Context: an optimization exercise on an open-source flow, tuned for small area and a short achievable clock period. The choices shown serve that exercise and are no tape-out recipe. At most, simulation tests tie the RTL to the original design; equivalence was not proved. No activity file was given, so power comes from the tool's default toggle rates.

==> 05-03 <==
==> flow/design.v <==
`timescale 1ns/1ps
package ex_pkg;
    typedef enum logic [6:0] {
        OPC_OP_IMM = 7'b0010011,
        OPC_OP     = 7'b0110011,
        OPC_LUI    = 7'b0110111,
        OPC_AUIPC  = 7'b0010111,
        OPC_JAL    = 7'b1101111,
        OPC_JALR   = 7'b1100111,
        OPC_BRANCH = 7'b1100011
    } opcode_e;
endpackage
`timescale 1ns/1ps
`timescale 1ns/1ps
`timescale 1ns/1ps
`timescale 1ns/1ps
import ex_pkg::*;
module ex_stage (
    input  logic        clk,
    input  logic        arst_n_i,
    input  logic        inst_valid_i,
    input  logic [31:0] inst_pc_i,
    input  logic [6:0]  inst_opcode_i,
    input  logic [2:0]  inst_funct3_i,
    input  logic [6:0]  inst_funct7_i,
    input  logic [4:0]  inst_rd_i,
    input  logic [31:0] inst_imm_i,
    input  logic [31:0] inst_rs1_data_i,
    input  logic [31:0] inst_rs2_data_i,
    output logic        wb_valid_o,
    output logic [4:0]  wb_rd_o,
    output logic [31:0] wb_data_o,
    output logic        jump_valid_o,
    output logic [31:0] jump_target_o
);
    localparam int BS = 2;           
    localparam int NB = 32 / BS;     
    localparam int BT = 8;           
    localparam int NT = 32 / BT;     
    function automatic logic [BS:0] padd(input logic [BS-1:0] px, input logic [BS-1:0] gx,
                                         input logic cin);
        logic [BS-1:0] p, g, gn, pn;
        p = px;
        g = gx;
        g[0] = g[0] | (p[0] & cin);
        pn = p;
        for (int d = 1; d < BS; d = d * 2) begin
            gn = g;
            for (int i = d; i < BS; i++) begin
                gn[i] = g[i] | (pn[i] & g[i-d]);
            end
            for (int i = BS - 1; i >= d; i--) begin
                pn[i] = pn[i] & pn[i-d];
            end
            g = gn;
        end
        padd = {g[BS-1], p ^ {g[BS-2:0], cin}};
    endfunction
    function automatic logic [NB:0] carries(input logic [NB-1:0] gen, input logic [NB-1:0] prop);
        logic [NB-1:0] g, p, gn;
        g = gen;
        p = prop;
        for (int d = 1; d < NB; d = d * 2) begin
            gn = g;
            for (int i = d; i < NB; i++) begin
                gn[i] = g[i] | (p[i] & g[i-d]);
            end
            for (int i = NB - 1; i >= d; i--) begin
                p[i] = p[i] & p[i-d];
            end
            g = gn;
        end
        carries = {g, 1'b0};
    endfunction
    function automatic logic [BT:0] padd_t(input logic [BT-1:0] px, input logic [BT-1:0] gx,
                                         input logic cin);
        logic [BT-1:0] p, g, gn, pn;
        p = px;
        g = gx;
        g[0] = g[0] | (p[0] & cin);
        pn = p;
        for (int d = 1; d < BT; d = d * 2) begin
            gn = g;
            for (int i = d; i < BT; i++) begin
                gn[i] = g[i] | (pn[i] & g[i-d]);
            end
            for (int i = BT - 1; i >= d; i--) begin
                pn[i] = pn[i] & pn[i-d];
            end
            g = gn;
        end
        padd_t = {g[BT-1], p ^ {g[BT-2:0], cin}};
    endfunction
    function automatic logic [NT:0] carries_t(input logic [NT-1:0] gen, input logic [NT-1:0] prop);
        logic [NT-1:0] g, p, gn;
        g = gen;
        p = prop;
        for (int d = 1; d < NT; d = d * 2) begin
            gn = g;
            for (int i = d; i < NT; i++) begin
                gn[i] = g[i] | (p[i] & g[i-d]);
            end
            for (int i = NT - 1; i >= d; i--) begin
                p[i] = p[i] & p[i-d];
            end
            g = gn;
        end
        carries_t = {g, 1'b0};
    endfunction
    logic is_op, is_opimm, is_alu, is_lui, is_auipc, is_jal, is_jalr, is_branch;
    logic [2:0] f3;
    logic       alt;
    assign f3        = inst_funct3_i;
    assign alt       = inst_funct7_i[5];
    assign is_op     = inst_opcode_i == OPC_OP;
    assign is_opimm  = inst_opcode_i == OPC_OP_IMM;
    assign is_alu    = is_op | is_opimm;
    assign is_lui    = inst_opcode_i == OPC_LUI;
    assign is_auipc  = inst_opcode_i == OPC_AUIPC;
    assign is_jal    = inst_opcode_i == OPC_JAL;
    assign is_jalr   = inst_opcode_i == OPC_JALR;
    assign is_branch = inst_opcode_i == OPC_BRANCH;
    logic [31:0] rs1, rs2, imm, pc;
    assign rs1 = inst_rs1_data_i;
    assign rs2 = inst_rs2_data_i;
    assign imm = inst_imm_i;
    assign pc  = inst_pc_i;
    logic b6, b5, b2;
    assign b6 = inst_opcode_i[6];
    assign b5 = inst_opcode_i[5];
    assign b2 = inst_opcode_i[2];
    logic [31:0] opb;
    assign opb = b5 ? rs2 : imm;
    logic alu_slt, sub, use_adder;
    assign alu_slt   = is_alu & (f3[2:1] == 2'b01);
    assign sub       = ~b2 & (b6 | (~f3[2] & (f3[1] | (b5 & alt))));
    assign use_adder = b2 | b6 | (~f3[2] & (f3[1] | ~f3[0]));
    logic [31:0] add_a, add_b, add_b_raw;
    assign add_a = ~b2 ? rs1 : (pc & {32{b6 | ~b5}});
    always_comb begin
        for (int i = 0; i < 32; i++) begin
            if (!b2)
                add_b_raw[i] = opb[i];
            else if (b6)
                add_b_raw[i] = (i == 2);
            else
                add_b_raw[i] = (i >= 12) & imm[i];
        end
    end
    assign add_b = add_b_raw ^ {32{sub}};
    logic        shl, sh_fill;
    logic [31:0] sh_in, sh_out;
    logic [32:0] sh_wide;
    assign shl = ~f3[2];
    always_comb begin
        for (int i = 0; i < 32; i++) sh_in[i] = shl ? rs1[31-i] : rs1[i];
    end
    assign sh_fill = ~shl & alt & rs1[31];
    assign sh_wide = $signed({sh_fill, sh_in}) >>> {opb[4:3], 3'b000};
    assign sh_out  = sh_wide[31:0];
    logic [31:0] other;
    logic [31:0] bx, ba;
    assign bx = add_a ^ add_b;
    assign ba = add_a & add_b;
    always_comb begin
        case (f3)
            3'b100:  other = bx;
            3'b110:  other = bx | ba;
            3'b111:  other = ba;
            default: other = sh_out;
        endcase
    end
    logic [31:0]   wsum, tsum;
    logic [NB-1:0] wgen;
    logic [NT-1:0] tgen;
    logic [31:0]   tgt_a;
    assign tgt_a = (b2 & ~inst_opcode_i[3]) ? rs1 : pc;
    for (genvar b = 0; b < NB; b++) begin : g_blk
        logic [BS:0] ws;
        assign ws = padd(bx[b*BS +: BS], ba[b*BS +: BS], (b == 0) ? sub : 1'b0);
        assign wsum[b*BS +: BS] = use_adder ? ws[BS-1:0] : other[b*BS +: BS];
        assign wgen[b]          = use_adder & ws[BS];
    end
    for (genvar b = 0; b < NT; b++) begin : g_tblk
        logic [BT:0] ts;
        assign ts = padd_t(tgt_a[b*BT +: BT] ^ imm[b*BT +: BT], tgt_a[b*BT +: BT] & imm[b*BT +: BT], 1'b0);
        assign tsum[b*BT +: BT] = ts[BT-1:0];
        assign tgen[b]          = ts[BT];
    end
    logic br_ok, s1_wb, s1_jmp, s1_breq, s1_brlt, s1_uns, s1_neg, s1_cy, s1_brc;
    assign br_ok   = is_branch & (f3[2] | ~f3[1]);
    assign s1_wb   = inst_valid_i & (is_alu | is_lui | is_auipc | is_jal | is_jalr);
    assign s1_jmp  = inst_valid_i & (is_jal | is_jalr) | (s1_brlt & ~s1_cy & (rs1[31] ^ s1_neg));
    assign s1_breq = inst_valid_i & br_ok & ~f3[2];
    assign s1_brlt = inst_valid_i & br_ok & f3[2];
    assign s1_uns  = is_branch ? f3[1] : f3[0];
    assign s1_neg  = f3[0];
    assign s1_cy   = s1_uns | ~(rs1[31] ^ opb[31]);
    assign s1_brc  = s1_brlt & s1_cy;
    logic          wb_q, jmp_q, breq_q, brc_q;
    logic          neg_q, slt_q, sl_q, sr_q, cy_q, a31_q, fill_q;
    logic [2:0]    fs_q;
    logic [4:0]    rd_q;
    logic [31:0]   wsum_q, tsum_q;
    logic [NB-1:0] wgen_q;
    logic [NT-1:0] tgen_q;
    always_ff @(posedge clk or negedge arst_n_i) begin
        if (!arst_n_i) begin
            wb_q   <= 1'b0;
            jmp_q  <= 1'b0;
            breq_q <= 1'b0;
            brc_q  <= 1'b0;
        end else begin
            wb_q   <= s1_wb;
            jmp_q  <= s1_jmp;
            breq_q <= s1_breq;
            brc_q  <= s1_brc;
        end
    end
    always_ff @(posedge clk) begin
        neg_q  <= s1_neg;
        slt_q  <= alu_slt;
        sl_q   <= is_alu & (f3 == 3'b001);
        sr_q   <= is_alu & (f3 == 3'b101);
        fill_q <= sh_fill;
        fs_q   <= opb[2:0];
        cy_q   <= s1_cy;
        a31_q  <= rs1[31];
        rd_q   <= inst_rd_i;
        wsum_q <= wsum;
        tsum_q <= tsum;
        wgen_q <= wgen;
        tgen_q <= tgen;
    end
    logic [NB:0]   wc;
    logic [NT:0]   tc;
    logic [NB-1:0] wprop;
    logic [NT-1:0] tprop;
    logic [31:0]   wres, tres;
    for (genvar b = 0; b < NB; b++) begin : g_prop
        assign wprop[b] = &wsum_q[b*BS +: BS];
    end
    for (genvar b = 0; b < NT; b++) begin : g_tprop
        assign tprop[b] = &tsum_q[b*BT +: BT];
    end
    assign wc = carries(wgen_q, wprop);
    assign tc = carries_t(tgen_q, tprop);
    for (genvar b = 0; b < NB; b++) begin : g_inc
        logic [BS-1:0] winc;
        assign winc = wsum_q[b*BS +: BS] + 1'b1;
        assign wres[b*BS +: BS] = wc[b] ? winc : wsum_q[b*BS +: BS];
    end
    for (genvar b = 0; b < NT; b++) begin : g_tinc
        logic [BT-1:0] tinc;
        assign tinc = tsum_q[b*BT +: BT] + 1'b1;
        assign tres[b*BT +: BT] = tc[b] ? tinc : tsum_q[b*BT +: BT];
    end
    logic [38:0] fwide;
    logic [31:0] fsh, fsh_rev;
    assign fwide = {{7{fill_q}}, wsum_q} >> fs_q;
    assign fsh   = fwide[31:0];
    always_comb begin
        for (int i = 0; i < 32; i++) fsh_rev[i] = fsh[31-i];
    end
    logic eq;
    assign eq = (wsum_q[BS-1:0] == '0) & wgen_q[0] & (&(wprop[NB-1:1] & ~wgen_q[NB-1:1]));
    logic ltu, lt;
    assign ltu   = ~wc[NB];
    assign lt    = cy_q ? ltu : a31_q;
    always_ff @(posedge clk or negedge arst_n_i) begin
        if (!arst_n_i) begin
            wb_valid_o   <= 1'b0;
            jump_valid_o <= 1'b0;
        end else begin
            wb_valid_o   <= wb_q;
            jump_valid_o <= jmp_q | (breq_q & (eq ^ neg_q)) | (brc_q & (ltu ^ neg_q));
        end
    end
    always_ff @(posedge clk) begin
        wb_rd_o       <= rd_q;
        wb_data_o     <= slt_q ? {31'b0, lt} :
                         sl_q  ? fsh_rev :
                         sr_q  ? fsh :
                                 wres;
        jump_target_o <= tres;
    end
endmodule
==> flow/flow/run.sh <==
#!/bin/bash
# The standard layout, except that the port buffers are the smallest
# buffer (sky130_fd_sc_hd__buf_1) instead of the default choice; repair still
# resizes any of them that need it. ORFS keeps each step's full log under
# orfs/logs; make's own output goes to standard.log here.
set -euo pipefail
bash standard.sh "BUFFER_PORTS_ARGS=-buffer_cell sky130_fd_sc_hd__buf_1" finish > standard.log 2>&1
==> flow/standard.sh <==
#!/bin/bash
# synth_recipe.tcl (not shown) runs the flow's synth.tcl, then flattens the netlist and writes it again
# the make line also repeats each setting of config.mk as NAME=value (left out here)
make -C /OpenROAD-flow-scripts/flow DESIGN_CONFIG=/design/flow/config.mk WORK_HOME=/design/flow/orfs CLKGATE_MAP_FILE= SYNTH_SCRIPT=/design/flow/synth_recipe.tcl "${@:-finish}"
==> flow/config.mk <==
export PLATFORM = sky130hd
export DESIGN_NAME = ex_stage
export DESIGN_NICKNAME = ex_stage
export VERILOG_FILES = /design/flow/design.v
export SDC_FILE = /design/flow/constraint.sdc
export NUM_CORES = 4
export LEC_CHECK = 0
export CAP_MARGIN = 20
export CORE_MARGIN = 2
export CORE_UTILIZATION = 30
export SETUP_SLACK_MARGIN = 2.3
export SLEW_MARGIN = 20
==> flow/constraint.sdc <==
create_clock -name core_clock -period 5.0 [get_ports {clk}]
set_input_delay 1.0000 -clock core_clock [delete_from_list [all_inputs] [get_ports {clk}]]
set_output_delay 1.0000 -clock core_clock [all_outputs]
set_load 0.01 [all_outputs]
==> inputs of 05-19, as changes to 05-03 <==
==> flow/design.v, changed modules only <==
module ex_stage (
    input  logic        clk,
    input  logic        arst_n_i,
    input  logic        inst_valid_i,
    input  logic [31:0] inst_pc_i,
    input  logic [6:0]  inst_opcode_i,
    input  logic [2:0]  inst_funct3_i,
    input  logic [6:0]  inst_funct7_i,
    input  logic [4:0]  inst_rd_i,
    input  logic [31:0] inst_imm_i,
    input  logic [31:0] inst_rs1_data_i,
    input  logic [31:0] inst_rs2_data_i,
    output logic        wb_valid_o,
    output logic [4:0]  wb_rd_o,
    output logic [31:0] wb_data_o,
    output logic        jump_valid_o,
    output logic [31:0] jump_target_o
);
    localparam int BS = 2;           
    localparam int NB = 32 / BS;     
    function automatic logic [BS:0] padd(input logic [BS-1:0] px, input logic [BS-1:0] gx,
                                         input logic cin);
        logic [BS-1:0] p, g, gn, pn;
        p = px;
        g = gx;
        g[0] = g[0] | (p[0] & cin);
        pn = p;
        for (int d = 1; d < BS; d = d * 2) begin
            gn = g;
            for (int i = d; i < BS; i++) begin
                gn[i] = g[i] | (pn[i] & g[i-d]);
            end
            for (int i = BS - 1; i >= d; i--) begin
                pn[i] = pn[i] & pn[i-d];
            end
            g = gn;
        end
        padd = {g[BS-1], p ^ {g[BS-2:0], cin}};
    endfunction
    function automatic logic [NB:0] carries(input logic [NB-1:0] gen, input logic [NB-1:0] prop);
        logic [NB-1:0] g, p, gn;
        g = gen;
        p = prop;
        for (int d = 1; d < NB; d = d * 2) begin
            gn = g;
            for (int i = d; i < NB; i++) begin
                gn[i] = g[i] | (p[i] & g[i-d]);
            end
            for (int i = NB - 1; i >= d; i--) begin
                p[i] = p[i] & p[i-d];
            end
            g = gn;
        end
        carries = {g, 1'b0};
    endfunction
    logic is_op, is_opimm, is_alu, is_lui, is_auipc, is_jal, is_jalr, is_branch;
    logic [2:0] f3;
    logic       alt;
    assign f3        = inst_funct3_i;
    assign alt       = inst_funct7_i[5];
    assign is_op     = inst_opcode_i == OPC_OP;
    assign is_opimm  = inst_opcode_i == OPC_OP_IMM;
    assign is_alu    = is_op | is_opimm;
    assign is_lui    = inst_opcode_i == OPC_LUI;
    assign is_auipc  = inst_opcode_i == OPC_AUIPC;
    assign is_jal    = inst_opcode_i == OPC_JAL;
    assign is_jalr   = inst_opcode_i == OPC_JALR;
    assign is_branch = inst_opcode_i == OPC_BRANCH;
    logic [31:0] rs1, rs2, imm, pc;
    assign rs1 = inst_rs1_data_i;
    assign rs2 = inst_rs2_data_i;
    assign imm = inst_imm_i;
    assign pc  = inst_pc_i;
    logic b6, b5, b2;
    assign b6 = inst_opcode_i[6];
    assign b5 = inst_opcode_i[5];
    assign b2 = inst_opcode_i[2];
    logic [31:0] opb;
    assign opb = b5 ? rs2 : imm;
    logic alu_slt, sub, use_adder;
    assign alu_slt   = is_alu & (f3[2:1] == 2'b01);
    assign sub       = ~b2 & (b6 | (~f3[2] & (f3[1] | (b5 & alt))));
    assign use_adder = b2 | b6 | (~f3[2] & (f3[1] | ~f3[0]));
    logic [31:0] add_a, add_b, add_b_raw;
    assign add_a = ~b2 ? rs1 : (pc & {32{b6 | ~b5}});
    always_comb begin
        for (int i = 0; i < 32; i++) begin
            if (!b2)
                add_b_raw[i] = opb[i];
            else if (b6)
                add_b_raw[i] = (i == 2);
            else
                add_b_raw[i] = (i >= 12) & imm[i];
        end
    end
    assign add_b = add_b_raw ^ {32{sub}};
    logic        shl, sh_fill;
    logic [31:0] sh_in, sh_out;
    logic [32:0] sh_wide;
    assign shl = ~f3[2];
    always_comb begin
        for (int i = 0; i < 32; i++) sh_in[i] = shl ? rs1[31-i] : rs1[i];
    end
    assign sh_fill = ~shl & alt & rs1[31];
    assign sh_wide = $signed({sh_fill, sh_in}) >>> {opb[4:3], 3'b000};
    assign sh_out  = sh_wide[31:0];
    logic [31:0] other;
    logic [31:0] bx, ba;
    assign bx = add_a ^ add_b;
    assign ba = add_a & add_b;
    always_comb begin
        case (f3)
            3'b100:  other = bx;
            3'b110:  other = bx | ba;
            3'b111:  other = ba;
            default: other = sh_out;
        endcase
    end
    logic [31:0]   wsum, tsum;
    logic [NB-1:0] wgen, tgen;
    logic [31:0]   tgt_a;
    assign tgt_a = (b2 & ~inst_opcode_i[3]) ? rs1 : pc;
    for (genvar b = 0; b < NB; b++) begin : g_blk
        logic [BS:0] ws, ts;
        assign ws = padd(bx[b*BS +: BS], ba[b*BS +: BS], (b == 0) ? sub : 1'b0);
        assign ts = padd(tgt_a[b*BS +: BS] ^ imm[b*BS +: BS], tgt_a[b*BS +: BS] & imm[b*BS +: BS], 1'b0);
        assign wsum[b*BS +: BS] = use_adder ? ws[BS-1:0] : other[b*BS +: BS];
        assign wgen[b]          = use_adder & ws[BS];
        assign tsum[b*BS +: BS] = ts[BS-1:0];
        assign tgen[b]          = ts[BS];
    end
    logic br_ok, s1_wb, s1_jmp, s1_breq, s1_brlt, s1_uns, s1_neg, s1_cy, s1_brc;
    assign br_ok   = is_branch & (f3[2] | ~f3[1]);
    assign s1_wb   = inst_valid_i & (is_alu | is_lui | is_auipc | is_jal | is_jalr);
    assign s1_jmp  = inst_valid_i & (is_jal | is_jalr) | (s1_brlt & ~s1_cy & (rs1[31] ^ s1_neg));
    assign s1_breq = inst_valid_i & br_ok & ~f3[2];
    assign s1_brlt = inst_valid_i & br_ok & f3[2];
    assign s1_uns  = is_branch ? f3[1] : f3[0];
    assign s1_neg  = f3[0];
    assign s1_cy   = s1_uns | ~(rs1[31] ^ opb[31]);
    assign s1_brc  = s1_brlt & s1_cy;
    logic          wb_q, jmp_q, breq_q, brc_q;
    logic          neg_q, slt_q, sl_q, sr_q, cy_q, a31_q, fill_q;
    logic [2:0]    fs_q;
    logic [4:0]    rd_q;
    logic [31:0]   wsum_q, tsum_q;
    logic [NB-1:0] wgen_q, tgen_q;
    always_ff @(posedge clk or negedge arst_n_i) begin
        if (!arst_n_i) begin
            wb_q   <= 1'b0;
            jmp_q  <= 1'b0;
            breq_q <= 1'b0;
            brc_q  <= 1'b0;
        end else begin
            wb_q   <= s1_wb;
            jmp_q  <= s1_jmp;
            breq_q <= s1_breq;
            brc_q  <= s1_brc;
        end
    end
    always_ff @(posedge clk) begin
        neg_q  <= s1_neg;
        slt_q  <= alu_slt;
        sl_q   <= is_alu & (f3 == 3'b001);
        sr_q   <= is_alu & (f3 == 3'b101);
        fill_q <= sh_fill;
        fs_q   <= opb[2:0];
        cy_q   <= s1_cy;
        a31_q  <= rs1[31];
        rd_q   <= inst_rd_i;
        wsum_q <= wsum;
        tsum_q <= tsum;
        wgen_q <= wgen;
        tgen_q <= tgen;
    end
    logic [NB:0]   wc, tc;
    logic [NB-1:0] wprop, tprop;
    logic [31:0]   wres, tres;
    for (genvar b = 0; b < NB; b++) begin : g_prop
        assign wprop[b] = &wsum_q[b*BS +: BS];
        assign tprop[b] = &tsum_q[b*BS +: BS];
    end
    assign wc = carries(wgen_q, wprop);
    assign tc = carries(tgen_q, tprop);
    for (genvar b = 0; b < NB; b++) begin : g_inc
        logic [BS-1:0] winc, tinc;
        assign winc = wsum_q[b*BS +: BS] + 1'b1;
        assign tinc = tsum_q[b*BS +: BS] + 1'b1;
        assign wres[b*BS +: BS] = wc[b] ? winc : wsum_q[b*BS +: BS];
        assign tres[b*BS +: BS] = tc[b] ? tinc : tsum_q[b*BS +: BS];
    end
    logic [38:0] fwide;
    logic [31:0] fsh, fsh_rev;
    assign fwide = {{7{fill_q}}, wsum_q} >> fs_q;
    assign fsh   = fwide[31:0];
    always_comb begin
        for (int i = 0; i < 32; i++) fsh_rev[i] = fsh[31-i];
    end
    logic eq;
    assign eq = (wsum_q[BS-1:0] == '0) & wgen_q[0] & (&(wprop[NB-1:1] & ~wgen_q[NB-1:1]));
    logic ltu, lt;
    assign ltu   = ~wc[NB];
    assign lt    = cy_q ? ltu : a31_q;
    always_ff @(posedge clk or negedge arst_n_i) begin
        if (!arst_n_i) begin
            wb_valid_o   <= 1'b0;
            jump_valid_o <= 1'b0;
        end else begin
            wb_valid_o   <= wb_q;
            jump_valid_o <= jmp_q | (breq_q & (eq ^ neg_q)) | (brc_q & (ltu ^ neg_q));
        end
    end
    always_ff @(posedge clk) begin
        wb_rd_o       <= rd_q;
        wb_data_o     <= slt_q ? {31'b0, lt} :
                         sl_q  ? fsh_rev :
                         sr_q  ? fsh :
                                 wres;
        jump_target_o <= tres;
    end
endmodule
CORE_UTILIZATION = 25   (was 30)
==> comparison table <==
Status: 05-03 finished clean; 05-19 finished clean
Flops & latches, synth: 05-03 173; 05-19 185
Worst r2r src: 05-03 wsum_q[6]; 05-19 wsum_q[11]
Synthesized Nets: 05-03 1,851; 05-19 1,818
Relative slew slack: 05-03 0.2395; 05-19 0.4233
Post-Synthesis Mean Instance Area: 05-03 8.328 um^2; 05-19 8.739 um^2
Count of cell types in the netlist: 05-03 66; 05-19 69
Clock network power: 05-03 1.35 mW; 05-19 1.44 mW
Maximum clock rate: 05-03 368.0 MHz; 05-19 368.8 MHz
Worst setup slack before clock tree synthesis: 05-03 1138 ps; 05-19 1092 ps
Core Box Area: 05-03 42,980 um^2; 05-19 52,660 um^2
Worst flop-to-flop path endpoint: 05-03 wb_data_o[23]; 05-19 jump_valid_o
Portion of the layout cell area used by non-clock buffers: 05-03 0.09497; 05-19 0.08409
Layout clock buffers: 05-03 20; 05-19 17
Worst ir drop on vdd: 05-03 0.0002424 V; 05-19 0.0002458 V
Aggregate global-route resource usage: 05-03 0.2082; 05-19 0.1786
Comb pwr: 05-03 2.21 mW; 05-19 2.10 mW
Startpoint of the worst setup timing path: 05-03 inst_opcode_i[6]; 05-19 inst_funct3_i[2]
Most repeated cell in the gate-level netlist after synthesis: 05-03 nand2_1; 05-19 inv_1
Maximum fanout encountered on the critical timing path: 05-03 5; 05-19 33
Met1 routing resource usage after global routing: 05-03 0.2710; 05-19 0.2496
CP max stage cell: 05-03 fa_1; 05-19 a221o_1
Total net switching power: 05-03 2.170 mW; 05-19 2.227 mW
Cells after DPL: 05-03 2,308; 05-19 2,370
Die Outline Area: 05-03 45,130 um^2; 05-19 55,170 um^2
For 05-03, only the layout was checked, not whether the RTL still works.

==> separate check: timing with driven ports <==
In the flow no input, the clock included, has a driving cell. The finished layouts below were timed again as built, in two steps. Step 1 (the two cells are an assumption about what drives the block):
set clk [get_ports {clk}]
set_driving_cell -lib_cell sky130_fd_sc_hd__clkbuf_16 $clk
set_driving_cell -lib_cell sky130_fd_sc_hd__buf_2 [delete_from_list [all_inputs] $clk]
Step 2, shift: input delay + t, output delay - t, t = (earliest + latest rising clock arrival at the registers) / 2. This alone moves slack from input paths to output paths. Slacks: ideal ports / drivers / drivers and shift; pairs: ideal ports / drivers.
run | t, ns | setup WS [ns] | latest minus earliest clock arrival (ns) | worst register clock-pin slew, ns
05-03 | 0.534 | 2.282 / 2.279 / 1.744 | 0.019 / 0.019 | 0.08 / 0.08
05-19 | 0.544 | 2.289 / 2.310 / 1.766 | 0.023 / 0.024 | 0.09 / 0.09
After both steps every run listed still meets setup and hold. The setup slack of 05-03, which loses most, moves by -0.003 ns with the drivers and by -0.538 ns with both steps.
